This is an optimization exercise on Yosys and OpenROAD, whose aim is small area, a short achievable clock period and few clock cycles per item, not a production implementation. Function was not checked in any run shown here: the RTL went through the layout flow alone. Power figures rest on the tool's default switching activity, not on a simulated workload.

## run.sh

```bash
#!/bin/bash
# synth_recipe.tcl (not shown) runs the flow's synth.tcl, then flattens the netlist and writes it again
# the make line also repeats each setting of config.mk as NAME=value (left out here)
make -C /OpenROAD-flow-scripts/flow DESIGN_CONFIG=/design/flow/config.mk WORK_HOME=/design/flow/orfs CLKGATE_MAP_FILE= SYNTH_SCRIPT=/design/flow/synth_recipe.tcl finish
```

## config.mk

```make
export PLATFORM = sky130hd
export DESIGN_NAME = booth_radix2_multiplier_core
export DESIGN_NICKNAME = booth_radix2_multiplier_core
export VERILOG_FILES = /design/flow/design.v
export SDC_FILE = /design/flow/constraint.sdc
export NUM_CORES = 4
export LEC_CHECK = 0
export ABC_CLOCK_PERIOD_IN_PS = 2800
export CAP_MARGIN = 20
export CORE_MARGIN = 2
export CORE_UTILIZATION = 40
export PLACE_DENSITY = 0.6
export SETUP_SLACK_MARGIN = 4.4
export SLEW_MARGIN = 20
```

## constraint.sdc

```tcl
create_clock -name core_clock -period 7.2 [get_ports {clock}]
set_input_delay 1.4400 -clock core_clock [delete_from_list [all_inputs] [get_ports {clock}]]
set_output_delay 1.4400 -clock core_clock [all_outputs]
set_load 0.01 [all_outputs]
```

## design.v

```verilog
`default_nettype none
package brm_pkg;
   localparam int IN_W      = 16;
   localparam int PRODUCT_W = 32;
   localparam int MAG_W     = 31;
   localparam int CFG_W     = 5;
   localparam logic [CFG_W-1:0] CFG_RESET = 5'd16;
   localparam logic [CFG_W-1:0] MIN_WIDTH = 5'd2;
   localparam int ROUNDS_PER_STAGE = 2;
endpackage
`default_nettype wire
`default_nettype none
module booth_radix2_multiplier_core #(
   parameter int MAX_WIDTH = 16
) (
   input  logic                      clock,
   input  logic                      reset,
   input  logic                          req_valid,
   output logic                          req_ready,
   input  logic [brm_pkg::IN_W-1:0]      req_multiplicand_bits,
   input  logic [brm_pkg::IN_W-1:0]      req_multiplier_bits,
   output logic                          rsp_valid,
   input  logic                          rsp_ready,
   output logic [brm_pkg::PRODUCT_W-1:0] rsp_product_bits,
   output logic                          rsp_negative,
   output logic [brm_pkg::MAG_W-1:0]     rsp_magnitude,
   input  logic                      csr_write_enable,
   input  logic [brm_pkg::CFG_W-1:0] csr_write_data
);
   logic [15:0] wm, wtop;
   logic [31:0] pmask;
   logic [15:2] wm_ff;
   logic [15:2] wm_in;
   always_comb begin
      for (int i = 2; i < 16; i++) begin
         wm_in[i] = (csr_write_data > 5'(i));
      end
   end
   always_ff @(posedge clock) begin
      if (reset) begin
         wm_ff <= '1;
      end else if (csr_write_enable) begin
         wm_ff <= wm_in;
      end
   end
   assign wm = {wm_ff, 2'b11};
   assign wtop = wm & ~(wm >> 1);
   always_comb begin
      for (int i = 0; i < 16; i++) begin
         pmask[2*i]   = wm[i];
         pmask[2*i+1] = wm[i];
      end
   end
   logic        en;
   logic        req_sa, req_sb;
   logic [15:0] ax;
   logic [7:0] one;
   logic [7:0] two;
   logic [7:0] neg;
   logic ng;
   logic [15:0] ax_c;
   logic [15:0] bx_c;
   logic [7:0] one_c;
   logic [7:0] two_c;
   logic [7:0] neg_c;
   logic ng_c;
   logic sx_c;
   logic bl_c;
   assign req_sa = |(req_multiplicand_bits & wtop);
   assign req_sb = |(req_multiplier_bits & wtop);
   logic sk_v;
   logic [15:0] ax_s;
   logic [7:0] one_s;
   logic [7:0] two_s;
   logic [7:0] neg_s;
   logic ng_s;
   assign req_ready = !sk_v;
   always_ff @(posedge clock) begin
      if (reset) begin
         sk_v <= 1'b0;
      end else if (en) begin
         sk_v <= 1'b0;
      end else if (req_valid) begin
         sk_v <= 1'b1;
      end
   end
   always_ff @(posedge clock) begin
      if (!sk_v) begin
         ax_s <= ax_c;
         one_s <= one_c;
         two_s <= two_c;
         neg_s <= neg_c;
         ng_s <= ng_c;
      end
   end
   logic        op_v;
   logic [15:0] ax_q;
   logic [7:0] one_q;
   logic [7:0] two_q;
   logic [7:0] neg_q;
   logic ng_q;
   always_ff @(posedge clock) begin
      if (reset) begin
         op_v <= 1'b0;
      end else if (en) begin
         op_v <= sk_v || req_valid;
      end
   end
   always_ff @(posedge clock) begin
      if (en) begin
         ax_q <= sk_v ? ax_s : ax_c;
         one_q <= sk_v ? one_s : one_c;
         two_q <= sk_v ? two_s : two_c;
         neg_q <= sk_v ? neg_s : neg_c;
         ng_q <= sk_v ? ng_s : ng_c;
      end
   end
   assign ax = ax_q;
   assign one = one_q;
   assign two = two_q;
   assign neg = neg_q;
   assign ng = ng_q;
   always_comb begin
      for (int j = 0; j < 16; j++) begin
         ax_c[j] = wm[j] ? req_multiplicand_bits[j] : req_sa;
         bx_c[j] = wm[j] ? req_multiplier_bits[j] : req_sb;
      end
      sx_c = req_sa ^ req_sb;
      ng_c = sx_c & (|(req_multiplicand_bits & wm)) & (|(req_multiplier_bits & wm));
      for (int i = 0; i < 8; i++) begin
         bl_c = (i == 0) ? 1'b0 : bx_c[2*i-1];
         one_c[i] = bx_c[2*i] ^ bl_c;
         two_c[i] = (bx_c[2*i+1] & ~bx_c[2*i] & ~bl_c) | (~bx_c[2*i+1] & bx_c[2*i] & bl_c);
         neg_c[i] = bx_c[2*i+1] ^ sx_c;
      end
   end
   wire pp1 = (one[0] & ax[0]) ^ neg[0];
   wire pp2 = ((one[0] & ax[1]) | (two[0] & ax[0])) ^ neg[0];
   wire pp3 = ((one[0] & ax[2]) | (two[0] & ax[1])) ^ neg[0];
   wire pp4 = ((one[0] & ax[3]) | (two[0] & ax[2])) ^ neg[0];
   wire pp5 = ((one[0] & ax[4]) | (two[0] & ax[3])) ^ neg[0];
   wire pp6 = ((one[0] & ax[5]) | (two[0] & ax[4])) ^ neg[0];
   wire pp7 = ((one[0] & ax[6]) | (two[0] & ax[5])) ^ neg[0];
   wire pp8 = ((one[0] & ax[7]) | (two[0] & ax[6])) ^ neg[0];
   wire pp9 = ((one[0] & ax[8]) | (two[0] & ax[7])) ^ neg[0];
   wire pp10 = ((one[0] & ax[9]) | (two[0] & ax[8])) ^ neg[0];
   wire pp11 = ((one[0] & ax[10]) | (two[0] & ax[9])) ^ neg[0];
   wire pp12 = ((one[0] & ax[11]) | (two[0] & ax[10])) ^ neg[0];
   wire pp13 = ((one[0] & ax[12]) | (two[0] & ax[11])) ^ neg[0];
   wire pp14 = ((one[0] & ax[13]) | (two[0] & ax[12])) ^ neg[0];
   wire pp15 = ((one[0] & ax[14]) | (two[0] & ax[13])) ^ neg[0];
   wire pp16 = ((one[0] & ax[15]) | (two[0] & ax[14])) ^ neg[0];
   wire pp17 = ((one[0] & ax[15]) | (two[0] & ax[15])) ^ neg[0];
   wire ns18 = ~pp17;
   wire pp19 = (one[1] & ax[0]) ^ neg[1];
   wire pp20 = ((one[1] & ax[1]) | (two[1] & ax[0])) ^ neg[1];
   wire pp21 = ((one[1] & ax[2]) | (two[1] & ax[1])) ^ neg[1];
   wire pp22 = ((one[1] & ax[3]) | (two[1] & ax[2])) ^ neg[1];
   wire pp23 = ((one[1] & ax[4]) | (two[1] & ax[3])) ^ neg[1];
   wire pp24 = ((one[1] & ax[5]) | (two[1] & ax[4])) ^ neg[1];
   wire pp25 = ((one[1] & ax[6]) | (two[1] & ax[5])) ^ neg[1];
   wire pp26 = ((one[1] & ax[7]) | (two[1] & ax[6])) ^ neg[1];
   wire pp27 = ((one[1] & ax[8]) | (two[1] & ax[7])) ^ neg[1];
   wire pp28 = ((one[1] & ax[9]) | (two[1] & ax[8])) ^ neg[1];
   wire pp29 = ((one[1] & ax[10]) | (two[1] & ax[9])) ^ neg[1];
   wire pp30 = ((one[1] & ax[11]) | (two[1] & ax[10])) ^ neg[1];
   wire pp31 = ((one[1] & ax[12]) | (two[1] & ax[11])) ^ neg[1];
   wire pp32 = ((one[1] & ax[13]) | (two[1] & ax[12])) ^ neg[1];
   wire pp33 = ((one[1] & ax[14]) | (two[1] & ax[13])) ^ neg[1];
   wire pp34 = ((one[1] & ax[15]) | (two[1] & ax[14])) ^ neg[1];
   wire pp35 = ((one[1] & ax[15]) | (two[1] & ax[15])) ^ neg[1];
   wire ns36 = ~pp35;
   wire pp37 = (one[2] & ax[0]) ^ neg[2];
   wire pp38 = ((one[2] & ax[1]) | (two[2] & ax[0])) ^ neg[2];
   wire pp39 = ((one[2] & ax[2]) | (two[2] & ax[1])) ^ neg[2];
   wire pp40 = ((one[2] & ax[3]) | (two[2] & ax[2])) ^ neg[2];
   wire pp41 = ((one[2] & ax[4]) | (two[2] & ax[3])) ^ neg[2];
   wire pp42 = ((one[2] & ax[5]) | (two[2] & ax[4])) ^ neg[2];
   wire pp43 = ((one[2] & ax[6]) | (two[2] & ax[5])) ^ neg[2];
   wire pp44 = ((one[2] & ax[7]) | (two[2] & ax[6])) ^ neg[2];
   wire pp45 = ((one[2] & ax[8]) | (two[2] & ax[7])) ^ neg[2];
   wire pp46 = ((one[2] & ax[9]) | (two[2] & ax[8])) ^ neg[2];
   wire pp47 = ((one[2] & ax[10]) | (two[2] & ax[9])) ^ neg[2];
   wire pp48 = ((one[2] & ax[11]) | (two[2] & ax[10])) ^ neg[2];
   wire pp49 = ((one[2] & ax[12]) | (two[2] & ax[11])) ^ neg[2];
   wire pp50 = ((one[2] & ax[13]) | (two[2] & ax[12])) ^ neg[2];
   wire pp51 = ((one[2] & ax[14]) | (two[2] & ax[13])) ^ neg[2];
   wire pp52 = ((one[2] & ax[15]) | (two[2] & ax[14])) ^ neg[2];
   wire pp53 = ((one[2] & ax[15]) | (two[2] & ax[15])) ^ neg[2];
   wire ns54 = ~pp53;
   wire pp55 = (one[3] & ax[0]) ^ neg[3];
   wire pp56 = ((one[3] & ax[1]) | (two[3] & ax[0])) ^ neg[3];
   wire pp57 = ((one[3] & ax[2]) | (two[3] & ax[1])) ^ neg[3];
   wire pp58 = ((one[3] & ax[3]) | (two[3] & ax[2])) ^ neg[3];
   wire pp59 = ((one[3] & ax[4]) | (two[3] & ax[3])) ^ neg[3];
   wire pp60 = ((one[3] & ax[5]) | (two[3] & ax[4])) ^ neg[3];
   wire pp61 = ((one[3] & ax[6]) | (two[3] & ax[5])) ^ neg[3];
   wire pp62 = ((one[3] & ax[7]) | (two[3] & ax[6])) ^ neg[3];
   wire pp63 = ((one[3] & ax[8]) | (two[3] & ax[7])) ^ neg[3];
   wire pp64 = ((one[3] & ax[9]) | (two[3] & ax[8])) ^ neg[3];
   wire pp65 = ((one[3] & ax[10]) | (two[3] & ax[9])) ^ neg[3];
   wire pp66 = ((one[3] & ax[11]) | (two[3] & ax[10])) ^ neg[3];
   wire pp67 = ((one[3] & ax[12]) | (two[3] & ax[11])) ^ neg[3];
   wire pp68 = ((one[3] & ax[13]) | (two[3] & ax[12])) ^ neg[3];
   wire pp69 = ((one[3] & ax[14]) | (two[3] & ax[13])) ^ neg[3];
   wire pp70 = ((one[3] & ax[15]) | (two[3] & ax[14])) ^ neg[3];
   wire pp71 = ((one[3] & ax[15]) | (two[3] & ax[15])) ^ neg[3];
   wire ns72 = ~pp71;
   wire pp73 = (one[4] & ax[0]) ^ neg[4];
   wire pp74 = ((one[4] & ax[1]) | (two[4] & ax[0])) ^ neg[4];
   wire pp75 = ((one[4] & ax[2]) | (two[4] & ax[1])) ^ neg[4];
   wire pp76 = ((one[4] & ax[3]) | (two[4] & ax[2])) ^ neg[4];
   wire pp77 = ((one[4] & ax[4]) | (two[4] & ax[3])) ^ neg[4];
   wire pp78 = ((one[4] & ax[5]) | (two[4] & ax[4])) ^ neg[4];
   wire pp79 = ((one[4] & ax[6]) | (two[4] & ax[5])) ^ neg[4];
   wire pp80 = ((one[4] & ax[7]) | (two[4] & ax[6])) ^ neg[4];
   wire pp81 = ((one[4] & ax[8]) | (two[4] & ax[7])) ^ neg[4];
   wire pp82 = ((one[4] & ax[9]) | (two[4] & ax[8])) ^ neg[4];
   wire pp83 = ((one[4] & ax[10]) | (two[4] & ax[9])) ^ neg[4];
   wire pp84 = ((one[4] & ax[11]) | (two[4] & ax[10])) ^ neg[4];
   wire pp85 = ((one[4] & ax[12]) | (two[4] & ax[11])) ^ neg[4];
   wire pp86 = ((one[4] & ax[13]) | (two[4] & ax[12])) ^ neg[4];
   wire pp87 = ((one[4] & ax[14]) | (two[4] & ax[13])) ^ neg[4];
   wire pp88 = ((one[4] & ax[15]) | (two[4] & ax[14])) ^ neg[4];
   wire pp89 = ((one[4] & ax[15]) | (two[4] & ax[15])) ^ neg[4];
   wire ns90 = ~pp89;
   wire pp91 = (one[5] & ax[0]) ^ neg[5];
   wire pp92 = ((one[5] & ax[1]) | (two[5] & ax[0])) ^ neg[5];
   wire pp93 = ((one[5] & ax[2]) | (two[5] & ax[1])) ^ neg[5];
   wire pp94 = ((one[5] & ax[3]) | (two[5] & ax[2])) ^ neg[5];
   wire pp95 = ((one[5] & ax[4]) | (two[5] & ax[3])) ^ neg[5];
   wire pp96 = ((one[5] & ax[5]) | (two[5] & ax[4])) ^ neg[5];
   wire pp97 = ((one[5] & ax[6]) | (two[5] & ax[5])) ^ neg[5];
   wire pp98 = ((one[5] & ax[7]) | (two[5] & ax[6])) ^ neg[5];
   wire pp99 = ((one[5] & ax[8]) | (two[5] & ax[7])) ^ neg[5];
   wire pp100 = ((one[5] & ax[9]) | (two[5] & ax[8])) ^ neg[5];
   wire pp101 = ((one[5] & ax[10]) | (two[5] & ax[9])) ^ neg[5];
   wire pp102 = ((one[5] & ax[11]) | (two[5] & ax[10])) ^ neg[5];
   wire pp103 = ((one[5] & ax[12]) | (two[5] & ax[11])) ^ neg[5];
   wire pp104 = ((one[5] & ax[13]) | (two[5] & ax[12])) ^ neg[5];
   wire pp105 = ((one[5] & ax[14]) | (two[5] & ax[13])) ^ neg[5];
   wire pp106 = ((one[5] & ax[15]) | (two[5] & ax[14])) ^ neg[5];
   wire pp107 = ((one[5] & ax[15]) | (two[5] & ax[15])) ^ neg[5];
   wire ns108 = ~pp107;
   wire pp109 = (one[6] & ax[0]) ^ neg[6];
   wire pp110 = ((one[6] & ax[1]) | (two[6] & ax[0])) ^ neg[6];
   wire pp111 = ((one[6] & ax[2]) | (two[6] & ax[1])) ^ neg[6];
   wire pp112 = ((one[6] & ax[3]) | (two[6] & ax[2])) ^ neg[6];
   wire pp113 = ((one[6] & ax[4]) | (two[6] & ax[3])) ^ neg[6];
   wire pp114 = ((one[6] & ax[5]) | (two[6] & ax[4])) ^ neg[6];
   wire pp115 = ((one[6] & ax[6]) | (two[6] & ax[5])) ^ neg[6];
   wire pp116 = ((one[6] & ax[7]) | (two[6] & ax[6])) ^ neg[6];
   wire pp117 = ((one[6] & ax[8]) | (two[6] & ax[7])) ^ neg[6];
   wire pp118 = ((one[6] & ax[9]) | (two[6] & ax[8])) ^ neg[6];
   wire pp119 = ((one[6] & ax[10]) | (two[6] & ax[9])) ^ neg[6];
   wire pp120 = ((one[6] & ax[11]) | (two[6] & ax[10])) ^ neg[6];
   wire pp121 = ((one[6] & ax[12]) | (two[6] & ax[11])) ^ neg[6];
   wire pp122 = ((one[6] & ax[13]) | (two[6] & ax[12])) ^ neg[6];
   wire pp123 = ((one[6] & ax[14]) | (two[6] & ax[13])) ^ neg[6];
   wire pp124 = ((one[6] & ax[15]) | (two[6] & ax[14])) ^ neg[6];
   wire pp125 = ((one[6] & ax[15]) | (two[6] & ax[15])) ^ neg[6];
   wire ns126 = ~pp125;
   wire pp127 = (one[7] & ax[0]) ^ neg[7];
   wire pp128 = ((one[7] & ax[1]) | (two[7] & ax[0])) ^ neg[7];
   wire pp129 = ((one[7] & ax[2]) | (two[7] & ax[1])) ^ neg[7];
   wire pp130 = ((one[7] & ax[3]) | (two[7] & ax[2])) ^ neg[7];
   wire pp131 = ((one[7] & ax[4]) | (two[7] & ax[3])) ^ neg[7];
   wire pp132 = ((one[7] & ax[5]) | (two[7] & ax[4])) ^ neg[7];
   wire pp133 = ((one[7] & ax[6]) | (two[7] & ax[5])) ^ neg[7];
   wire pp134 = ((one[7] & ax[7]) | (two[7] & ax[6])) ^ neg[7];
   wire pp135 = ((one[7] & ax[8]) | (two[7] & ax[7])) ^ neg[7];
   wire pp136 = ((one[7] & ax[9]) | (two[7] & ax[8])) ^ neg[7];
   wire pp137 = ((one[7] & ax[10]) | (two[7] & ax[9])) ^ neg[7];
   wire pp138 = ((one[7] & ax[11]) | (two[7] & ax[10])) ^ neg[7];
   wire pp139 = ((one[7] & ax[12]) | (two[7] & ax[11])) ^ neg[7];
   wire pp140 = ((one[7] & ax[13]) | (two[7] & ax[12])) ^ neg[7];
   wire pp141 = ((one[7] & ax[14]) | (two[7] & ax[13])) ^ neg[7];
   wire pp142 = ((one[7] & ax[15]) | (two[7] & ax[14])) ^ neg[7];
   wire pp143 = ((one[7] & ax[15]) | (two[7] & ax[15])) ^ neg[7];
   wire ns144 = ~pp143;
   wire u145 = one[7] & ax[0];
   wire un146 = u145 | neg[7];
   wire nu147 = ~u145;
   wire nun148 = ~un146;
   wire s149 = pp9 ^ pp25;
   wire c150 = pp9 & pp25;
   wire s151 = pp10 ^ pp26;
   wire c152 = pp10 & pp26;
   wire s153 = pp11 ^ pp27 ^ pp43;
   wire c154 = (pp11 & pp27) | (pp43 & (pp11 ^ pp27));
   wire s155 = pp59 ^ pp75;
   wire c156 = pp59 & pp75;
   wire s157 = pp12 ^ pp28 ^ pp44;
   wire c158 = (pp12 & pp28) | (pp44 & (pp12 ^ pp28));
   wire s159 = pp60 ^ pp76;
   wire c160 = pp60 & pp76;
   wire s161 = pp13 ^ pp29 ^ pp45;
   wire c162 = (pp13 & pp29) | (pp45 & (pp13 ^ pp29));
   wire s163 = pp61 ^ pp77 ^ pp93;
   wire c164 = (pp61 & pp77) | (pp93 & (pp61 ^ pp77));
   wire s165 = pp109 ^ neg[6];
   wire c166 = pp109 & neg[6];
   wire s167 = pp14 ^ pp30 ^ pp46;
   wire c168 = (pp14 & pp30) | (pp46 & (pp14 ^ pp30));
   wire s169 = pp62 ^ pp78 ^ pp94;
   wire c170 = (pp62 & pp78) | (pp94 & (pp62 ^ pp78));
   wire s171 = pp110 ^ 1'b1;
   wire c172 = pp110 & 1'b1;
   wire s173 = pp15 ^ pp31 ^ pp47;
   wire c174 = (pp15 & pp31) | (pp47 & (pp15 ^ pp31));
   wire s175 = pp63 ^ pp79 ^ pp95;
   wire c176 = (pp63 & pp79) | (pp95 & (pp63 ^ pp79));
   wire s177 = pp111 ^ nu147;
   wire c178 = pp111 & nu147;
   wire s179 = pp16 ^ pp32 ^ pp48;
   wire c180 = (pp16 & pp32) | (pp48 & (pp16 ^ pp32));
   wire s181 = pp64 ^ pp80 ^ pp96;
   wire c182 = (pp64 & pp80) | (pp96 & (pp64 ^ pp80));
   wire s183 = pp112 ^ pp128 ^ nun148;
   wire c184 = (pp112 & pp128) | (nun148 & (pp112 ^ pp128));
   wire s185 = ns18 ^ pp33 ^ pp49;
   wire c186 = (ns18 & pp33) | (pp49 & (ns18 ^ pp33));
   wire s187 = pp65 ^ pp81 ^ pp97;
   wire c188 = (pp65 & pp81) | (pp97 & (pp65 ^ pp81));
   wire s189 = pp113 ^ pp129 ^ un146;
   wire c190 = (pp113 & pp129) | (un146 & (pp113 ^ pp129));
   wire s191 = pp34 ^ pp50 ^ pp66;
   wire c192 = (pp34 & pp50) | (pp66 & (pp34 ^ pp50));
   wire s193 = pp82 ^ pp98 ^ pp114;
   wire c194 = (pp82 & pp98) | (pp114 & (pp82 ^ pp98));
   wire s195 = pp130 ^ 1'b1;
   wire c196 = pp130 & 1'b1;
   wire s197 = ns36 ^ pp51 ^ pp67;
   wire c198 = (ns36 & pp51) | (pp67 & (ns36 ^ pp51));
   wire s199 = pp83 ^ pp99 ^ pp115;
   wire c200 = (pp83 & pp99) | (pp115 & (pp83 ^ pp99));
   wire s201 = pp52 ^ pp68 ^ pp84;
   wire c202 = (pp52 & pp68) | (pp84 & (pp52 ^ pp68));
   wire s203 = pp100 ^ pp116;
   wire c204 = pp100 & pp116;
   wire s205 = ns54 ^ pp69 ^ pp85;
   wire c206 = (ns54 & pp69) | (pp85 & (ns54 ^ pp69));
   wire s207 = pp70 ^ pp86;
   wire c208 = pp70 & pp86;
   wire s209 = pp5 ^ pp21;
   wire c210 = pp5 & pp21;
   wire s211 = pp6 ^ pp22;
   wire c212 = pp6 & pp22;
   wire s213 = pp7 ^ pp23 ^ pp39;
   wire c214 = (pp7 & pp23) | (pp39 & (pp7 ^ pp23));
   wire s215 = pp55 ^ neg[3];
   wire c216 = pp55 & neg[3];
   wire s217 = pp8 ^ pp24 ^ pp40;
   wire c218 = (pp8 & pp24) | (pp40 & (pp8 ^ pp24));
   wire s219 = pp56 ^ 1'b1;
   wire c220 = pp56 & 1'b1;
   wire s221 = s149 ^ pp41 ^ pp57;
   wire c222 = (s149 & pp41) | (pp57 & (s149 ^ pp41));
   wire s223 = pp73 ^ neg[4] ^ 1'b1;
   wire c224 = (pp73 & neg[4]) | (1'b1 & (pp73 ^ neg[4]));
   wire s225 = s151 ^ pp42 ^ pp58;
   wire c226 = (s151 & pp42) | (pp58 & (s151 ^ pp42));
   wire s227 = pp74 ^ 1'b1 ^ c150;
   wire c228 = (pp74 & 1'b1) | (c150 & (pp74 ^ 1'b1));
   wire s229 = s153 ^ s155 ^ pp91;
   wire c230 = (s153 & s155) | (pp91 & (s153 ^ s155));
   wire s231 = neg[5] ^ 1'b1 ^ c152;
   wire c232 = (neg[5] & 1'b1) | (c152 & (neg[5] ^ 1'b1));
   wire s233 = s157 ^ s159 ^ pp92;
   wire c234 = (s157 & s159) | (pp92 & (s157 ^ s159));
   wire s235 = 1'b1 ^ c154 ^ c156;
   wire c236 = (1'b1 & c154) | (c156 & (1'b1 ^ c154));
   wire s237 = s161 ^ s163 ^ s165;
   wire c238 = (s161 & s163) | (s165 & (s161 ^ s163));
   wire s239 = 1'b1 ^ c158 ^ c160;
   wire c240 = (1'b1 & c158) | (c160 & (1'b1 ^ c158));
   wire s241 = s167 ^ s169 ^ s171;
   wire c242 = (s167 & s169) | (s171 & (s167 ^ s169));
   wire s243 = c162 ^ c164 ^ c166;
   wire c244 = (c162 & c164) | (c166 & (c162 ^ c164));
   wire s245 = s173 ^ s175 ^ s177;
   wire c246 = (s173 & s175) | (s177 & (s173 ^ s175));
   wire s247 = c168 ^ c170 ^ c172;
   wire c248 = (c168 & c170) | (c172 & (c168 ^ c170));
   wire s249 = s179 ^ s181 ^ s183;
   wire c250 = (s179 & s181) | (s183 & (s179 ^ s181));
   wire s251 = c174 ^ c176 ^ c178;
   wire c252 = (c174 & c176) | (c178 & (c174 ^ c176));
   wire s253 = s185 ^ s187 ^ s189;
   wire c254 = (s185 & s187) | (s189 & (s185 ^ s187));
   wire s255 = c180 ^ c182 ^ c184;
   wire c256 = (c180 & c182) | (c184 & (c180 ^ c182));
   wire s257 = s191 ^ s193 ^ s195;
   wire c258 = (s191 & s193) | (s195 & (s191 ^ s193));
   wire s259 = c186 ^ c188 ^ c190;
   wire c260 = (c186 & c188) | (c190 & (c186 ^ c188));
   wire s261 = s197 ^ s199 ^ pp131;
   wire c262 = (s197 & s199) | (pp131 & (s197 ^ s199));
   wire s263 = c192 ^ c194 ^ c196;
   wire c264 = (c192 & c194) | (c196 & (c192 ^ c194));
   wire s265 = s201 ^ s203 ^ pp132;
   wire c266 = (s201 & s203) | (pp132 & (s201 ^ s203));
   wire s267 = 1'b1 ^ c198 ^ c200;
   wire c268 = (1'b1 & c198) | (c200 & (1'b1 ^ c198));
   wire s269 = s205 ^ pp101 ^ pp117;
   wire c270 = (s205 & pp101) | (pp117 & (s205 ^ pp101));
   wire s271 = pp133 ^ c202 ^ c204;
   wire c272 = (pp133 & c202) | (c204 & (pp133 ^ c202));
   wire s273 = s207 ^ pp102 ^ pp118;
   wire c274 = (s207 & pp102) | (pp118 & (s207 ^ pp102));
   wire s275 = pp134 ^ 1'b1 ^ c206;
   wire c276 = (pp134 & 1'b1) | (c206 & (pp134 ^ 1'b1));
   wire s277 = ns72 ^ pp87 ^ pp103;
   wire c278 = (ns72 & pp87) | (pp103 & (ns72 ^ pp87));
   wire s279 = pp119 ^ pp135 ^ c208;
   wire c280 = (pp119 & pp135) | (c208 & (pp119 ^ pp135));
   wire s281 = pp88 ^ pp104 ^ pp120;
   wire c282 = (pp88 & pp104) | (pp120 & (pp88 ^ pp104));
   wire s283 = pp136 ^ 1'b1;
   wire c284 = pp136 & 1'b1;
   wire s285 = ns90 ^ pp105 ^ pp121;
   wire c286 = (ns90 & pp105) | (pp121 & (ns90 ^ pp105));
   wire s287 = pp106 ^ pp122;
   wire c288 = pp106 & pp122;
   wire s289 = pp3 ^ pp19;
   wire c290 = pp3 & pp19;
   wire s291 = pp4 ^ pp20;
   wire c292 = pp4 & pp20;
   wire s293 = s209 ^ pp37 ^ neg[2];
   wire c294 = (s209 & pp37) | (neg[2] & (s209 ^ pp37));
   wire s295 = s211 ^ pp38 ^ 1'b1;
   wire c296 = (s211 & pp38) | (1'b1 & (s211 ^ pp38));
   wire s297 = s213 ^ s215 ^ 1'b1;
   wire c298 = (s213 & s215) | (1'b1 & (s213 ^ s215));
   wire s299 = s217 ^ s219 ^ c214;
   wire c300 = (s217 & s219) | (c214 & (s217 ^ s219));
   wire s301 = s221 ^ s223 ^ c218;
   wire c302 = (s221 & s223) | (c218 & (s221 ^ s223));
   wire s303 = s225 ^ s227 ^ c222;
   wire c304 = (s225 & s227) | (c222 & (s225 ^ s227));
   wire s305 = s229 ^ s231 ^ c226;
   wire c306 = (s229 & s231) | (c226 & (s229 ^ s231));
   wire s307 = s233 ^ s235 ^ c230;
   wire c308 = (s233 & s235) | (c230 & (s233 ^ s235));
   wire s309 = s237 ^ s239 ^ c234;
   wire c310 = (s237 & s239) | (c234 & (s237 ^ s239));
   wire s311 = s241 ^ s243 ^ c238;
   wire c312 = (s241 & s243) | (c238 & (s241 ^ s243));
   wire s313 = s245 ^ s247 ^ c242;
   wire c314 = (s245 & s247) | (c242 & (s245 ^ s247));
   wire s315 = s249 ^ s251 ^ c246;
   wire c316 = (s249 & s251) | (c246 & (s249 ^ s251));
   wire s317 = s253 ^ s255 ^ c250;
   wire c318 = (s253 & s255) | (c250 & (s253 ^ s255));
   wire s319 = s257 ^ s259 ^ c254;
   wire c320 = (s257 & s259) | (c254 & (s257 ^ s259));
   wire s321 = s261 ^ s263 ^ c258;
   wire c322 = (s261 & s263) | (c258 & (s261 ^ s263));
   wire s323 = s265 ^ s267 ^ c262;
   wire c324 = (s265 & s267) | (c262 & (s265 ^ s267));
   wire s325 = s269 ^ s271 ^ c266;
   wire c326 = (s269 & s271) | (c266 & (s269 ^ s271));
   wire s327 = s273 ^ s275 ^ c270;
   wire c328 = (s273 & s275) | (c270 & (s273 ^ s275));
   wire s329 = s277 ^ s279 ^ c274;
   wire c330 = (s277 & s279) | (c274 & (s277 ^ s279));
   wire s331 = s281 ^ s283 ^ c278;
   wire c332 = (s281 & s283) | (c278 & (s281 ^ s283));
   wire s333 = s285 ^ pp137 ^ c282;
   wire c334 = (s285 & pp137) | (c282 & (s285 ^ pp137));
   wire s335 = s287 ^ pp138 ^ 1'b1;
   wire c336 = (s287 & pp138) | (1'b1 & (s287 ^ pp138));
   wire s337 = ns108 ^ pp123 ^ pp139;
   wire c338 = (ns108 & pp123) | (pp139 & (ns108 ^ pp123));
   wire s339 = pp124 ^ pp140;
   wire c340 = pp124 & pp140;
   wire s341 = pp1 ^ neg[0];
   wire c342 = pp1 & neg[0];
   wire s343 = pp2 ^ 1'b1;
   wire c344 = pp2 & 1'b1;
   wire s345 = s289 ^ neg[1] ^ 1'b1;
   wire c346 = (s289 & neg[1]) | (1'b1 & (s289 ^ neg[1]));
   wire s347 = s291 ^ 1'b1 ^ c290;
   wire c348 = (s291 & 1'b1) | (c290 & (s291 ^ 1'b1));
   wire s349 = s293 ^ 1'b1 ^ c292;
   wire c350 = (s293 & 1'b1) | (c292 & (s293 ^ 1'b1));
   wire s351 = s295 ^ c210 ^ c294;
   wire c352 = (s295 & c210) | (c294 & (s295 ^ c210));
   wire s353 = s297 ^ c212 ^ c296;
   wire c354 = (s297 & c212) | (c296 & (s297 ^ c212));
   wire s355 = s299 ^ c216 ^ c298;
   wire c356 = (s299 & c216) | (c298 & (s299 ^ c216));
   wire s357 = s301 ^ c220 ^ c300;
   wire c358 = (s301 & c220) | (c300 & (s301 ^ c220));
   wire s359 = s303 ^ c224 ^ c302;
   wire c360 = (s303 & c224) | (c302 & (s303 ^ c224));
   wire s361 = s305 ^ c228 ^ c304;
   wire c362 = (s305 & c228) | (c304 & (s305 ^ c228));
   wire s363 = s307 ^ c232 ^ c306;
   wire c364 = (s307 & c232) | (c306 & (s307 ^ c232));
   wire s365 = s309 ^ c236 ^ c308;
   wire c366 = (s309 & c236) | (c308 & (s309 ^ c236));
   wire s367 = s311 ^ c240 ^ c310;
   wire c368 = (s311 & c240) | (c310 & (s311 ^ c240));
   wire s369 = s313 ^ c244 ^ c312;
   wire c370 = (s313 & c244) | (c312 & (s313 ^ c244));
   wire s371 = s315 ^ c248 ^ c314;
   wire c372 = (s315 & c248) | (c314 & (s315 ^ c248));
   wire s373 = s317 ^ c252 ^ c316;
   wire c374 = (s317 & c252) | (c316 & (s317 ^ c252));
   wire s375 = s319 ^ c256 ^ c318;
   wire c376 = (s319 & c256) | (c318 & (s319 ^ c256));
   wire s377 = s321 ^ c260 ^ c320;
   wire c378 = (s321 & c260) | (c320 & (s321 ^ c260));
   wire s379 = s323 ^ c264 ^ c322;
   wire c380 = (s323 & c264) | (c322 & (s323 ^ c264));
   wire s381 = s325 ^ c268 ^ c324;
   wire c382 = (s325 & c268) | (c324 & (s325 ^ c268));
   wire s383 = s327 ^ c272 ^ c326;
   wire c384 = (s327 & c272) | (c326 & (s327 ^ c272));
   wire s385 = s329 ^ c276 ^ c328;
   wire c386 = (s329 & c276) | (c328 & (s329 ^ c276));
   wire s387 = s331 ^ c280 ^ c330;
   wire c388 = (s331 & c280) | (c330 & (s331 ^ c280));
   wire s389 = s333 ^ c284 ^ c332;
   wire c390 = (s333 & c284) | (c332 & (s333 ^ c284));
   wire s391 = s335 ^ c286 ^ c334;
   wire c392 = (s335 & c286) | (c334 & (s335 ^ c286));
   wire s393 = s337 ^ c288 ^ c336;
   wire c394 = (s337 & c288) | (c336 & (s337 ^ c288));
   wire s395 = s339 ^ 1'b1 ^ c338;
   wire c396 = (s339 & 1'b1) | (c338 & (s339 ^ 1'b1));
   wire s397 = ns126 ^ pp141 ^ c340;
   wire c398 = (ns126 & pp141) | (c340 & (ns126 ^ pp141));
   wire s399 = pp142 ^ 1'b1;
   wire c400 = pp142 & 1'b1;
   wire p401 = ~mid_0;
   wire p402 = mid_1 ^ mid_2;
   wire g403 = mid_1 & mid_2;
   wire p404 = mid_3 ^ mid_4;
   wire g405 = mid_3 & mid_4;
   wire p406 = mid_5 ^ mid_6;
   wire g407 = mid_5 & mid_6;
   wire p408 = mid_7 ^ mid_8;
   wire g409 = mid_7 & mid_8;
   wire p410 = mid_9 ^ mid_10;
   wire g411 = mid_9 & mid_10;
   wire p412 = mid_11 ^ mid_12;
   wire g413 = mid_11 & mid_12;
   wire p414 = mid_13 ^ mid_14;
   wire g415 = mid_13 & mid_14;
   wire p416 = mid_15 ^ mid_16;
   wire g417 = mid_15 & mid_16;
   wire p418 = mid_17 ^ mid_18;
   wire g419 = mid_17 & mid_18;
   wire p420 = mid_19 ^ mid_20;
   wire g421 = mid_19 & mid_20;
   wire p422 = mid_21 ^ mid_22;
   wire g423 = mid_21 & mid_22;
   wire p424 = mid_23 ^ mid_24;
   wire g425 = mid_23 & mid_24;
   wire p426 = mid_25 ^ mid_26;
   wire g427 = mid_25 & mid_26;
   wire p428 = mid_27 ^ mid_28;
   wire g429 = mid_27 & mid_28;
   wire p430 = mid_29 ^ mid_30;
   wire g431 = mid_29 & mid_30;
   wire p432 = mid_31 ^ mid_32;
   wire g433 = mid_31 & mid_32;
   wire p434 = mid_33 ^ mid_34;
   wire g435 = mid_33 & mid_34;
   wire p436 = mid_35 ^ mid_36;
   wire g437 = mid_35 & mid_36;
   wire p438 = mid_37 ^ mid_38;
   wire g439 = mid_37 & mid_38;
   wire p440 = mid_39 ^ mid_40;
   wire g441 = mid_39 & mid_40;
   wire p442 = mid_41 ^ mid_42;
   wire g443 = mid_41 & mid_42;
   wire p444 = mid_43 ^ mid_44;
   wire g445 = mid_43 & mid_44;
   wire p446 = mid_45 ^ mid_46;
   wire g447 = mid_45 & mid_46;
   wire p448 = mid_47 ^ mid_48;
   wire g449 = mid_47 & mid_48;
   wire p450 = mid_49 ^ mid_50;
   wire g451 = mid_49 & mid_50;
   wire p452 = mid_51 ^ mid_52;
   wire g453 = mid_51 & mid_52;
   wire p454 = mid_53 ^ mid_54;
   wire g455 = mid_53 & mid_54;
   wire p456 = mid_55 ^ mid_56;
   wire g457 = mid_55 & mid_56;
   wire p458 = mid_57 ^ mid_58;
   wire g459 = mid_57 & mid_58;
   wire p460 = mid_59 ^ mid_60;
   wire g461 = mid_59 & mid_60;
   wire t462 = p401 | mid_0;
   wire t463 = p402 | g403;
   wire t464 = p404 | g405;
   wire t465 = p406 | g407;
   wire t466 = p408 | g409;
   wire t467 = p410 | g411;
   wire t468 = p412 | g413;
   wire t469 = p414 | g415;
   wire t470 = p416 | g417;
   wire t471 = p418 | g419;
   wire t472 = p420 | g421;
   wire t473 = p422 | g423;
   wire t474 = p424 | g425;
   wire t475 = p426 | g427;
   wire t476 = p428 | g429;
   wire t477 = p430 | g431;
   wire t478 = p432 | g433;
   wire t479 = p434 | g435;
   wire t480 = p436 | g437;
   wire t481 = p438 | g439;
   wire t482 = p440 | g441;
   wire t483 = p442 | g443;
   wire t484 = p444 | g445;
   wire t485 = p446 | g447;
   wire t486 = p448 | g449;
   wire t487 = p450 | g451;
   wire t488 = p452 | g453;
   wire t489 = p454 | g455;
   wire t490 = p456 | g457;
   wire t491 = p458 | g459;
   wire t492 = p460 | g461;
   wire G493 = g403 | (t463 & mid_0);
   wire T494 = t463 & t462;
   wire G495 = g407 | (t465 & g405);
   wire T496 = t465 & t464;
   wire G497 = g411 | (t467 & g409);
   wire T498 = t467 & t466;
   wire G499 = g415 | (t469 & g413);
   wire T500 = t469 & t468;
   wire G501 = g419 | (t471 & g417);
   wire T502 = t471 & t470;
   wire G503 = g423 | (t473 & g421);
   wire T504 = t473 & t472;
   wire G505 = g427 | (t475 & g425);
   wire T506 = t475 & t474;
   wire G507 = g431 | (t477 & g429);
   wire T508 = t477 & t476;
   wire G509 = g435 | (t479 & g433);
   wire T510 = t479 & t478;
   wire G511 = g439 | (t481 & g437);
   wire T512 = t481 & t480;
   wire G513 = g443 | (t483 & g441);
   wire T514 = t483 & t482;
   wire G515 = g447 | (t485 & g445);
   wire T516 = t485 & t484;
   wire G517 = g451 | (t487 & g449);
   wire T518 = t487 & t486;
   wire G519 = g455 | (t489 & g453);
   wire T520 = t489 & t488;
   wire G521 = g459 | (t491 & g457);
   wire T522 = t491 & t490;
   wire G523 = 1'b1 & g461;
   wire T524 = 1'b1 & t492;
   wire G525 = g405 | (t464 & G493);
   wire T526 = t464 & T494;
   wire G527 = G495 | (T496 & G493);
   wire T528 = T496 & T494;
   wire G529 = g413 | (t468 & G497);
   wire T530 = t468 & T498;
   wire G531 = G499 | (T500 & G497);
   wire T532 = T500 & T498;
   wire G533 = g421 | (t472 & G501);
   wire T534 = t472 & T502;
   wire G535 = G503 | (T504 & G501);
   wire T536 = T504 & T502;
   wire G537 = g429 | (t476 & G505);
   wire T538 = t476 & T506;
   wire G539 = G507 | (T508 & G505);
   wire T540 = T508 & T506;
   wire G541 = g437 | (t480 & G509);
   wire T542 = t480 & T510;
   wire G543 = G511 | (T512 & G509);
   wire T544 = T512 & T510;
   wire G545 = g445 | (t484 & G513);
   wire T546 = t484 & T514;
   wire G547 = G515 | (T516 & G513);
   wire T548 = T516 & T514;
   wire G549 = g453 | (t488 & G517);
   wire T550 = t488 & T518;
   wire G551 = G519 | (T520 & G517);
   wire T552 = T520 & T518;
   wire G553 = g461 | (t492 & G521);
   wire T554 = t492 & T522;
   wire G555 = G523 | (T524 & G521);
   wire T556 = T524 & T522;
   wire G557 = g409 | (t466 & G527);
   wire T558 = t466 & T528;
   wire G559 = G497 | (T498 & G527);
   wire T560 = T498 & T528;
   wire G561 = G529 | (T530 & G527);
   wire T562 = T530 & T528;
   wire G563 = G531 | (T532 & G527);
   wire T564 = T532 & T528;
   wire G565 = g425 | (t474 & G535);
   wire T566 = t474 & T536;
   wire G567 = G505 | (T506 & G535);
   wire T568 = T506 & T536;
   wire G569 = G537 | (T538 & G535);
   wire T570 = T538 & T536;
   wire G571 = G539 | (T540 & G535);
   wire T572 = T540 & T536;
   wire G573 = g441 | (t482 & G543);
   wire T574 = t482 & T544;
   wire G575 = G513 | (T514 & G543);
   wire T576 = T514 & T544;
   wire G577 = G545 | (T546 & G543);
   wire T578 = T546 & T544;
   wire G579 = G547 | (T548 & G543);
   wire T580 = T548 & T544;
   wire G581 = g457 | (t490 & G551);
   wire T582 = t490 & T552;
   wire G583 = G521 | (T522 & G551);
   wire T584 = T522 & T552;
   wire G585 = G553 | (T554 & G551);
   wire T586 = T554 & T552;
   wire G587 = G555 | (T556 & G551);
   wire T588 = T556 & T552;
   wire G589 = g417 | (t470 & G563);
   wire T590 = t470 & T564;
   wire G591 = G501 | (T502 & G563);
   wire T592 = T502 & T564;
   wire G593 = G533 | (T534 & G563);
   wire T594 = T534 & T564;
   wire G595 = G535 | (T536 & G563);
   wire T596 = T536 & T564;
   wire G597 = G565 | (T566 & G563);
   wire T598 = T566 & T564;
   wire G599 = G567 | (T568 & G563);
   wire T600 = T568 & T564;
   wire G601 = G569 | (T570 & G563);
   wire T602 = T570 & T564;
   wire G603 = G571 | (T572 & G563);
   wire T604 = T572 & T564;
   wire G605 = g449 | (t486 & G579);
   wire T606 = t486 & T580;
   wire G607 = G517 | (T518 & G579);
   wire T608 = T518 & T580;
   wire G609 = G549 | (T550 & G579);
   wire T610 = T550 & T580;
   wire G611 = G551 | (T552 & G579);
   wire T612 = T552 & T580;
   wire G613 = G581 | (T582 & G579);
   wire T614 = T582 & T580;
   wire G615 = G583 | (T584 & G579);
   wire T616 = T584 & T580;
   wire G617 = G585 | (T586 & G579);
   wire T618 = T586 & T580;
   wire G619 = G587 | (T588 & G579);
   wire T620 = T588 & T580;
   wire G621 = g433 | (t478 & G603);
   wire T622 = t478 & T604;
   wire G623 = G509 | (T510 & G603);
   wire T624 = T510 & T604;
   wire G625 = G541 | (T542 & G603);
   wire T626 = T542 & T604;
   wire G627 = G543 | (T544 & G603);
   wire T628 = T544 & T604;
   wire G629 = G573 | (T574 & G603);
   wire T630 = T574 & T604;
   wire G631 = G575 | (T576 & G603);
   wire T632 = T576 & T604;
   wire G633 = G577 | (T578 & G603);
   wire T634 = T578 & T604;
   wire G635 = G579 | (T580 & G603);
   wire T636 = T580 & T604;
   wire G637 = G605 | (T606 & G603);
   wire T638 = T606 & T604;
   wire G639 = G607 | (T608 & G603);
   wire T640 = T608 & T604;
   wire G641 = G609 | (T610 & G603);
   wire T642 = T610 & T604;
   wire G643 = G611 | (T612 & G603);
   wire T644 = T612 & T604;
   wire G645 = G613 | (T614 & G603);
   wire T646 = T614 & T604;
   wire G647 = G615 | (T616 & G603);
   wire T648 = T616 & T604;
   wire G649 = G617 | (T618 & G603);
   wire T650 = T618 & T604;
   wire G651 = G619 | (T620 & G603);
   wire T652 = T620 & T604;
   logic mid_v;
   logic mid_0;
   logic mid_1;
   logic mid_2;
   logic mid_3;
   logic mid_4;
   logic mid_5;
   logic mid_6;
   logic mid_7;
   logic mid_8;
   logic mid_9;
   logic mid_10;
   logic mid_11;
   logic mid_12;
   logic mid_13;
   logic mid_14;
   logic mid_15;
   logic mid_16;
   logic mid_17;
   logic mid_18;
   logic mid_19;
   logic mid_20;
   logic mid_21;
   logic mid_22;
   logic mid_23;
   logic mid_24;
   logic mid_25;
   logic mid_26;
   logic mid_27;
   logic mid_28;
   logic mid_29;
   logic mid_30;
   logic mid_31;
   logic mid_32;
   logic mid_33;
   logic mid_34;
   logic mid_35;
   logic mid_36;
   logic mid_37;
   logic mid_38;
   logic mid_39;
   logic mid_40;
   logic mid_41;
   logic mid_42;
   logic mid_43;
   logic mid_44;
   logic mid_45;
   logic mid_46;
   logic mid_47;
   logic mid_48;
   logic mid_49;
   logic mid_50;
   logic mid_51;
   logic mid_52;
   logic mid_53;
   logic mid_54;
   logic mid_55;
   logic mid_56;
   logic mid_57;
   logic mid_58;
   logic mid_59;
   logic mid_60;
   logic mid_61;
   always_ff @(posedge clock) begin
      if (reset) begin
         mid_v <= 1'b0;
      end else if (en) begin
         mid_v <= op_v;
      end
   end
   always_ff @(posedge clock) begin
      if (en) begin
         mid_0 <= s341;
         mid_1 <= s343;
         mid_2 <= c342;
         mid_3 <= s345;
         mid_4 <= c344;
         mid_5 <= s347;
         mid_6 <= c346;
         mid_7 <= s349;
         mid_8 <= c348;
         mid_9 <= s351;
         mid_10 <= c350;
         mid_11 <= s353;
         mid_12 <= c352;
         mid_13 <= s355;
         mid_14 <= c354;
         mid_15 <= s357;
         mid_16 <= c356;
         mid_17 <= s359;
         mid_18 <= c358;
         mid_19 <= s361;
         mid_20 <= c360;
         mid_21 <= s363;
         mid_22 <= c362;
         mid_23 <= s365;
         mid_24 <= c364;
         mid_25 <= s367;
         mid_26 <= c366;
         mid_27 <= s369;
         mid_28 <= c368;
         mid_29 <= s371;
         mid_30 <= c370;
         mid_31 <= s373;
         mid_32 <= c372;
         mid_33 <= s375;
         mid_34 <= c374;
         mid_35 <= s377;
         mid_36 <= c376;
         mid_37 <= s379;
         mid_38 <= c378;
         mid_39 <= s381;
         mid_40 <= c380;
         mid_41 <= s383;
         mid_42 <= c382;
         mid_43 <= s385;
         mid_44 <= c384;
         mid_45 <= s387;
         mid_46 <= c386;
         mid_47 <= s389;
         mid_48 <= c388;
         mid_49 <= s391;
         mid_50 <= c390;
         mid_51 <= s393;
         mid_52 <= c392;
         mid_53 <= s395;
         mid_54 <= c394;
         mid_55 <= s397;
         mid_56 <= c396;
         mid_57 <= s399;
         mid_58 <= c398;
         mid_59 <= ns144;
         mid_60 <= c400;
         mid_61 <= ng;
      end
   end
   logic [31:0] prod_w;
   logic [30:0] mag_w;
   assign prod_w = {(mid_61 ? ~(1'b1 ^ G649) : (1'b1 ^ (G649 | T650))), (mid_61 ? ~(p460 ^ G647) : (p460 ^ (G647 | T648))), (mid_61 ? ~(p458 ^ G645) : (p458 ^ (G645 | T646))), (mid_61 ? ~(p456 ^ G643) : (p456 ^ (G643 | T644))), (mid_61 ? ~(p454 ^ G641) : (p454 ^ (G641 | T642))), (mid_61 ? ~(p452 ^ G639) : (p452 ^ (G639 | T640))), (mid_61 ? ~(p450 ^ G637) : (p450 ^ (G637 | T638))), (mid_61 ? ~(p448 ^ G635) : (p448 ^ (G635 | T636))), (mid_61 ? ~(p446 ^ G633) : (p446 ^ (G633 | T634))), (mid_61 ? ~(p444 ^ G631) : (p444 ^ (G631 | T632))), (mid_61 ? ~(p442 ^ G629) : (p442 ^ (G629 | T630))), (mid_61 ? ~(p440 ^ G627) : (p440 ^ (G627 | T628))), (mid_61 ? ~(p438 ^ G625) : (p438 ^ (G625 | T626))), (mid_61 ? ~(p436 ^ G623) : (p436 ^ (G623 | T624))), (mid_61 ? ~(p434 ^ G621) : (p434 ^ (G621 | T622))), (mid_61 ? ~(p432 ^ G603) : (p432 ^ (G603 | T604))), (mid_61 ? ~(p430 ^ G601) : (p430 ^ (G601 | T602))), (mid_61 ? ~(p428 ^ G599) : (p428 ^ (G599 | T600))), (mid_61 ? ~(p426 ^ G597) : (p426 ^ (G597 | T598))), (mid_61 ? ~(p424 ^ G595) : (p424 ^ (G595 | T596))), (mid_61 ? ~(p422 ^ G593) : (p422 ^ (G593 | T594))), (mid_61 ? ~(p420 ^ G591) : (p420 ^ (G591 | T592))), (mid_61 ? ~(p418 ^ G589) : (p418 ^ (G589 | T590))), (mid_61 ? ~(p416 ^ G563) : (p416 ^ (G563 | T564))), (mid_61 ? ~(p414 ^ G561) : (p414 ^ (G561 | T562))), (mid_61 ? ~(p412 ^ G559) : (p412 ^ (G559 | T560))), (mid_61 ? ~(p410 ^ G557) : (p410 ^ (G557 | T558))), (mid_61 ? ~(p408 ^ G527) : (p408 ^ (G527 | T528))), (mid_61 ? ~(p406 ^ G525) : (p406 ^ (G525 | T526))), (mid_61 ? ~(p404 ^ G493) : (p404 ^ (G493 | T494))), (mid_61 ? ~(p402 ^ mid_0) : (p402 ^ (mid_0 | t462))), (mid_61 ? ~p401 : ~p401)} & pmask;
   assign mag_w  = {(p460 ^ (G647 | T648)), (p458 ^ (G645 | T646)), (p456 ^ (G643 | T644)), (p454 ^ (G641 | T642)), (p452 ^ (G639 | T640)), (p450 ^ (G637 | T638)), (p448 ^ (G635 | T636)), (p446 ^ (G633 | T634)), (p444 ^ (G631 | T632)), (p442 ^ (G629 | T630)), (p440 ^ (G627 | T628)), (p438 ^ (G625 | T626)), (p436 ^ (G623 | T624)), (p434 ^ (G621 | T622)), (p432 ^ (G603 | T604)), (p430 ^ (G601 | T602)), (p428 ^ (G599 | T600)), (p426 ^ (G597 | T598)), (p424 ^ (G595 | T596)), (p422 ^ (G593 | T594)), (p420 ^ (G591 | T592)), (p418 ^ (G589 | T590)), (p416 ^ (G563 | T564)), (p414 ^ (G561 | T562)), (p412 ^ (G559 | T560)), (p410 ^ (G557 | T558)), (p408 ^ (G527 | T528)), (p406 ^ (G525 | T526)), (p404 ^ (G493 | T494)), (p402 ^ (mid_0 | t462)), ~p401};
   logic        out_v;
   logic [31:0] prod_ff;
   logic [30:0] mag_ff;
   logic        neg_ff;
   assign en = !out_v || rsp_ready;
   always_ff @(posedge clock) begin
      if (reset) begin
         out_v <= 1'b0;
      end else if (en) begin
         out_v <= mid_v;
      end
   end
   always_ff @(posedge clock) begin
      if (en) begin
         prod_ff <= prod_w;
         mag_ff  <= mag_w;
         neg_ff  <= mid_61;
      end
   end
   assign rsp_valid        = out_v;
   assign rsp_product_bits = prod_ff;
   assign rsp_magnitude    = mag_ff;
   assign rsp_negative     = neg_ff;
endmodule
`default_nettype wire
```

==> results of run 1 <==
[final timing paths]
check	end	slack [ns]	cells past startpoint
min reg2reg	mid_61	0.42	0
max reg2reg	mid_31	3.80	9
max	mid_31	3.80	9
min	mid_61	0.42	0
[metrics by stage]
stage                     utilization, %  cells  total power [mW]  cell area, um2
after floorplan                        -   1622              8.77           17500
after global placement              44.6   2147              10.5           18100
after detailed placement            44.6   2147              10.8           18100
after CTS                           53.4   2422              13.0           21700
after global routing                56.6   2471              15.2           23000
final                               56.6   2471              13.7           23000
[state kept, by name, summed over array words and instances, names as in the netlist, 8 cells and up]
signal,flops
mag_ff,30
prod_ff,32
two_q,8
one_s,8
wm_ff,14
one_q,8
ax_s,16
neg_s,8
neg_q,8
two_s,8
ax_q,16
[power by group]
group / switching [mW] / internal [mW] / total [mW]
Combinational: 4.92 / 4.56 / 9.48
Clock: 0.553 / 0.791 / 1.34
Sequential: 0.227 / 2.62 / 2.85
[what timing repair did]
| item | CTS | global route |
|---|---|---|
| buffers inserted | 226 | 47 |
| gates resized for setup | 318 | 206 |
| gates cloned | 1 | 2 |
| pin swaps | 104 | 111 |
| setup endpoints to repair | 350 | 236 |
| hold endpoints to repair | 0 | 0 |
[cell usage in the layout (no fill, tap or decap), types with 18 or more instances in the layout]
master,count
nor2_1,45
buf_6,84
fa_2,32
o21ai_0,30
inv_1,198
xor2_1,69
buf_4,166
fa_1,62
o21ai_2,18
a21oi_1,29
ha_1,80
nand2_1,93
inv_2,20
mux2i_1,25
dfxtp_1,56
nand2b_1,31
o21ai_1,30
a22oi_1,54
clkbuf_16,31
a22oi_2,69
buf_12,33
edfxtp_1,166
xnor2_1,92
dlygate4sd2_1,73
[cell families (layout without fill, tap and decap cells)]
family	Yosys count	in the layout	share of synthesized area, %
xor gates and xnor gates	184	184	9.82
adders and majority gates	179	179	17.9
buffers and inverters	342	659	8.43
DFF	225	225	37.6
muxes	37	37	2.31
and+or+nand+nor	310	310	9.53
AOI/OAI and AO/OA	345	345	14.4
[worst register-to-register path, delay by kind of cell, from the launching register on]
kind	cells	cell delay, ns
adders and majority gates	4	1.95
DFF	1	0.42
buffers and inverters	3	0.34
xor gates and xnor gates	1	0.26
AOI/OAI and AO/OA	1	0.16
[layout make-up]
cell class | count | share of cell area, %
Sequential cell | 225 | 26.8
Clock buffer | 35 | 3.34
Multi-Input combinational cell | 1055 | 45.7
Clock inverter | 13 | 0.522
Timing Repair Buffer | 390 | 17.0
Tap cell | 532 | 2.89
Inverter | 221 | 3.66
[metal layers]
metal | global-route usage (%) | vias to the layer above | wire [um]
li1 | - | 6129 | -
met1 | 29.0 | 6277 | 20200
met2 | 32.6 | 428 | 20800
met3 | 2.84 | 95 | 2700
met4 | 7.17 | 2 | 1380
met5 | 0 | - | 13
==> run summary, run 1 <==
status no timing/DRC/antenna violations; worst path cell trace buf_12 > buf_6 > a22oi_2 > xor2_1 > fa_2 > fa_1 > inv_1 > fa_1 > fa_2; setup tns final 0 ns; fillers 3363; worst reg2reg path startpoint ax_q[8]; Reg clk slew, reported paths 0.06 ns; area taken by multi-input logic gates 10500 um2; P&R area growth vs syn 40.2%; count leader, synth inv_1; number of port buffers 107; syn_area_per_cell 10.1 um2; vias in the first global route 12700; CP Launch Point ax_q[8]; Clock Latency Late Sink 0.57 ns; post-synth top area cell edfxtp_1; vias 12900; max incr delay on CP 0.51 ns; PnR worst setup slack 3.80 ns; Setup CP Type reg -> reg; row count 74; Syn. warnings 1; post-detailed-routing wire length 45100 um; cts hold-fix bufs 0; Inserted Diodes 0; CORE AREA 40600 um2; post-synthesis sequential area ratio 37.6%; post-synthesis cell count 1622; H-Tree Depth 1; Leak 9.75 nW; Hold WC Path Type reg -> reg; Fin Hold WS 0.421 ns; f_max 294 MHz; CTS tree built; Final Skew 0.0352 ns; async set or reset register ratio after synthesis 0%; Synthesized Nets 1843; CP Data Arrival Time 3.69 ns; commonest cells in the netlist inv_1, edfxtp_1, a22oi_1, xnor2_1, nand2_1; die height 207 um; Total GRT Usage 20.6%; Slowest-stage cell, CP fa_2; starting density of the core 40.4%; worst slack, placed 2.87 ns; type of origin of the critical path flop; period utilization 47.3%; pwr dens 594 nW/um2; Worst-Margin Slew 0.951 ns; Worst Setup End Kind flop; buffers from clock root to sink, at most 3; wire length per cell 18.2 um; pin count of the biggest net entering global routing 91; Rel. slew slack 36.5%; Antenna Nets Post-Route 0; RSZ-0062 raised after global routing yes; Synth top area share 30.4%; Finish-stage setup viols 0; Critical Path RT 7.49 ns; DRC 0; Via density 5.23; CTS Buf Count 26; Die Wd 207 um; # IOs 108; Peak VDD IR 0.000324 V; ys flop type edfxtp_1; Final Hold Vio Count 0; Area contributors post-synth edfxtp_1, fa_1, dfxtp_1; share of layout cells above drive strength 1 33.6%; register bit total from synthesis 225; drt first-iter violations 964; Buf+Inv Stages, Crit Path 3; total die area 42700 um2; CP delay by family, top adder cells; GP Congestion 0.894; Post-synth EDFFs 166; Root Buffer clkbuf_16; # clock sinks 225; hpwl dp 29000 um; count of cell types in the netlist 79; grt ovf 0; Netlist Area Pre-Place 16400 um2; max-cap violations 0; Nets 2140; initial antenna violation count 1; Pins Over Slew Limit 0; FF+latch area 6170 um2; router iterations before antenna repair 4; HP Start ng_q; first-pass GRT wire length 68900 um; crit-path max FO 7; Final min period 3.40 ns
==> run 2, diff against run 1 <==
--- a/design.v
+++ b/design.v
@@ -70,27 +70,3 @@
    assign req_sb = |(req_multiplier_bits & wtop);
-   logic sk_v;
-   logic [15:0] ax_s;
-   logic [7:0] one_s;
-   logic [7:0] two_s;
-   logic [7:0] neg_s;
-   logic ng_s;
-   assign req_ready = !sk_v;
-   always_ff @(posedge clock) begin
-      if (reset) begin
-         sk_v <= 1'b0;
-      end else if (en) begin
-         sk_v <= 1'b0;
-      end else if (req_valid) begin
-         sk_v <= 1'b1;
-      end
-   end
-   always_ff @(posedge clock) begin
-      if (!sk_v) begin
-         ax_s <= ax_c;
-         one_s <= one_c;
-         two_s <= two_c;
-         neg_s <= neg_c;
-         ng_s <= ng_c;
-      end
-   end
+   assign req_ready = en;
    logic        op_v;
@@ -105,3 +81,3 @@
       end else if (en) begin
-         op_v <= sk_v || req_valid;
+         op_v <= req_valid;
       end
@@ -110,7 +86,7 @@
       if (en) begin
-         ax_q <= sk_v ? ax_s : ax_c;
-         one_q <= sk_v ? one_s : one_c;
-         two_q <= sk_v ? two_s : two_c;
-         neg_q <= sk_v ? neg_s : neg_c;
-         ng_q <= sk_v ? ng_s : ng_c;
+         ax_q <= ax_c;
+         one_q <= one_c;
+         two_q <= two_c;
+         neg_q <= neg_c;
+         ng_q <= ng_c;
       end
--- a/config.mk
+++ b/config.mk
@@ -7,3 +7,3 @@
 export LEC_CHECK = 0
-export ABC_CLOCK_PERIOD_IN_PS = 2800
+export ABC_CLOCK_PERIOD_IN_PS = 3200
 export CAP_MARGIN = 20
@@ -12,3 +12,3 @@
 export PLACE_DENSITY = 0.6
-export SETUP_SLACK_MARGIN = 4.4
+export SETUP_SLACK_MARGIN = 4.0
 export SLEW_MARGIN = 20
==> run 2 against run 1 <==
Against the previous run: power fell by 16%; synthesized area down 7.3%; critical endpoint is now mid_35; design area down 16%; routed wire length fell by 12%; clock skew decreased by 0.021 ns; non-clock buffer count decreased by 115; critical path depth is 1 lower; largest power group unchanged; still clean on timing, DRC and antenna; utilization shrank 5.1 points; final cell count decreased by 11%; die area decreased by 7.2%.
==> run summary, run 2 <==
Final Skew 0.0142 ns (-0.0210 ns); wire length per cell 18.1 um (-0.93%); GP Congestion 0.886 (-0.90%); # clock sinks 183 (-19%); status no timing/DRC/antenna violations; worst slack, placed 2.65 ns (-0.220 ns); Finish-stage setup viols 0 (unchanged); Reg2Reg Depth 8 (-1); Die Wd 199 um (-3.7%); pin count of the biggest net entering global routing 77 (-15%); starting density of the core 40.5% (+0.096 points); Final min period 3.41 ns (+0.0116 ns); CORE AREA 37600 um2 (-7.6%); type of origin of the critical path flop; ys flop type edfxtp_1; Post-synth EDFFs 166 (unchanged); Slowest-stage cell, CP fa_1; CTS Buf Count 17 (-35%); post-detailed-routing wire length 39800 um (-12%); first-pass GRT wire length 62200 um (-9.8%); Synth top area share 32.8% (+2.4 points); grt ovf 0 (unchanged); area taken by multi-input logic gates 9220 um2 (-12%); vias 11500 (-11%); fin util 51.5% (-5.1 points); Total GRT Usage 20.4% (-0.14 points); Rel. slew slack 32.7% (-3.8 points); die height 199 um (-3.7%); hold path depth 2 (+2); worst hold path endpoint out_v; max incr delay on CP 0.55 ns (+0.04 ns); post-synth top area cell edfxtp_1; Final Hold Vio Count 0 (unchanged); Syn. warnings 1 (unchanged); HP Start mid_v; fillers 3292 (-2.1%); CP delay by family, top adder cells; buffers from clock root to sink, at most 2 (-1); post-synthesis cell count 1489 (-8.2%); row count 71 (-4.1%); setup tns final 0 ns (unchanged); max-cap violations 0 (unchanged); FF-to-FF End mid_35; Antenna Nets Post-Route 0 (unchanged); Clock Latency Late Sink 0.46 ns (-0.11 ns); FF+latch area 5330 um2 (-14%); max reg flops 32 (unchanged); reg2reg setup slack 3.79 ns (about the same); Synthesized Nets 1710 (-7.2%); Worst Setup End Kind flop; CTS tree built; highest metal used met4; share of layout cells above drive strength 1 21.5% (-12 points); worst reg2reg path startpoint one_q[4]; register bit total from synthesis 183 (-19%); period utilization 47.4% (+0.16 points); Leak 8.14 nW (-17%); H-Tree Depth 4 (+3); total die area 39600 um2 (-7.2%); CP Data Arrival Time 3.62 ns (-0.07 ns); # IOs 108 (unchanged); Reg clk slew, reported paths 0.07 ns (about the same); Top reg by flops prod_ff; DRC 0 (unchanged); crit-path max FO 5 (-2); vias in the first global route 11200 (-11%); Setup CP Type reg -> reg; router iterations before antenna repair 6 (+2); async set or reset register ratio after synthesis 0% (unchanged); Netlist Area Pre-Place 15200 um2 (-7.3%); Worst-Margin Slew 1.01 ns (+0.0563 ns); initial antenna violation count 0 (-1); Met2 Routed Length 17600 um (-16%); Hold WC Path Type reg -> reg; commonest cells after routing, fill and taps aside inv_1, edfxtp_1, buf_4, xnor2_1, clkdlybuf4s50_1; worst path cell trace buf_4 > a22oi_2 > xor2_1 > fa_1 > fa_1 > inv_1 > fa_2 > fa_2; Fin Hold WS 0.461 ns (+0.0401 ns); f_max 293 MHz (-0.34%); RSZ-0062 raised after global routing yes; syn_area_per_cell 10.2 um2 (+0.94%); Area contributors post-synth edfxtp_1, fa_1, ha_1; total power draw 11.6 mW (-16%); Peak VDD IR 0.000351 V (+8.4%); Via density 5.23 (about the same); Nets 1898 (-11%); Root Buffer clkbuf_16; routed metal-1 wirelength 18700 um (-7.4%); count leader, synth inv_1; Regs by FF count prod_ff x32, mag_ff x30, ax_q x16; Buf+Inv Stages, Crit Path 2 (-1); count of cell types in the netlist 82 (+3.8%); met3 WL 2580 um (-4.4%); hpwl dp 27800 um (-4.0%); commonest cells in the netlist inv_1, edfxtp_1, a22oi_1, xnor2_1, fa_1; post-synthesis sequential area ratio 35.0% (-2.6 points); Critical Path RT 7.40 ns (-0.09 ns); most common cell after layout, fill and taps aside inv_1; P&R area growth vs syn 27.2%; pwr dens 597 nW/um2 (+0.50%); drt first-iter violations 972 (+0.83%); Pins Over Slew Limit 0 (unchanged); number of port buffers 107 (unchanged); PnR worst setup slack 3.79 ns (-0.0116 ns)
## run 2: cell type report
cell class	instances	area share [%]
Sequential cell	183	27.5
Antenna cell	1	0.0129
Timing Repair Buffer	275	14.1
Inverter	219	4.30
Tap cell	511	3.31
Multi-Input combinational cell	981	47.6
Clock buffer	17	2.20
Clock inverter	15	0.899
## run 2: logic make-up after synthesis
group           Yosys count  synth area share [%]
simple gates            250                  8.34
flops                   183                  35.0
buf+inv                 328                  8.22
compound gates          310                  14.7
fa+ha+maj               179                  19.4
mux                      42                  2.99
xor+xnor                197                  11.3
## run 2: power breakdown
part / switching [mW] / leakage [nW] / internal [mW] / total (mW)
Combinational: 4.28 / 5.95 / 3.74 / 8.02
Clock: 0.425 / 0.292 / 0.547 / 0.972
Sequential: 0.221 / 1.90 / 2.34 / 2.56
Total: 4.93 / 8.14 / 6.63 / 11.6
## run 2: per-stage QoR
stage          cell area (um2)  std cells
2_1_floorplan            15900       1489
3_3_place_gp             16800       2004
3_5_place_dp             16800       2004
4_1_cts                  19000       2180
5_1_grt                  19300       2201
6_report                 19300       2202
## run 2: worst max-delay path by stage
stage | from | end | cells after the start
floorplan | rsp_ready | req_ready | 1
finish | one_q[4] | mid_35 | 8
CTS | ax_q[8] | mid_27 | 10
global placement | rsp_ready | req_ready | 3
global route | one_q[4] | mid_31 | 8
detailed placement | rsp_ready | req_ready | 3
## run 2: metal layers
layer  up-vias  GRT usage [%]
li1       5462              -
met1      5522           29.0
met2       461           31.5
met3        72           3.71
met4         0           6.74
met5         -              0
## run 2: what timing repair did
| item | CTS | global route |
|---|---|---|
| buffers inserted | 139 | 20 |
| pin swaps | 44 | 56 |
| endpoints found under the setup margin | 146 | 80 |
| resized for setup | 57 | 68 |
| hold buffers | 0 | 0 |
| cloned | 5 | 1 |
## run 2: worst register-to-register path, stage by stage (launching register included)
cell      delay (ns)
edfxtp_1        0.54
buf_4           0.20
a22oi_2         0.16
xor2_1          0.22
fa_1            0.47
fa_1            0.55
inv_1           0.06
fa_2            0.54
fa_2            0.43

re-timing with driven ports:
The flow's constraints put no driver on any port. The routed layouts listed below were extracted and timed again, unchanged, in two steps.
Step 1: set_driving_cell puts a clkbuf_16 on clock and a buf_2 on each other input, an assumption about the parent block.
Step 2 moves the port delays by t, midway between the first and last clock arrival at a register: inputs arrive t later, outputs are due t later. That takes back most of the time a late clock gives input paths.
Three values: ideal ports, drivers, drivers and shift; two values: the first two.
run	t (ns)	setup slack, ns	worst setup path at the end	worst register clock-pin slew, ns
run 1	0.609	3.798 / 3.798 / 3.547	input to register	0.07 / 0.07
run 2	0.510	3.786 / 3.786 / 3.538	input to register	0.08 / 0.08
After both steps every run listed still meets setup and hold. The setup slack of run 1, which loses most, moves by 0.000 ns with the drivers and by -0.251 ns with both steps.
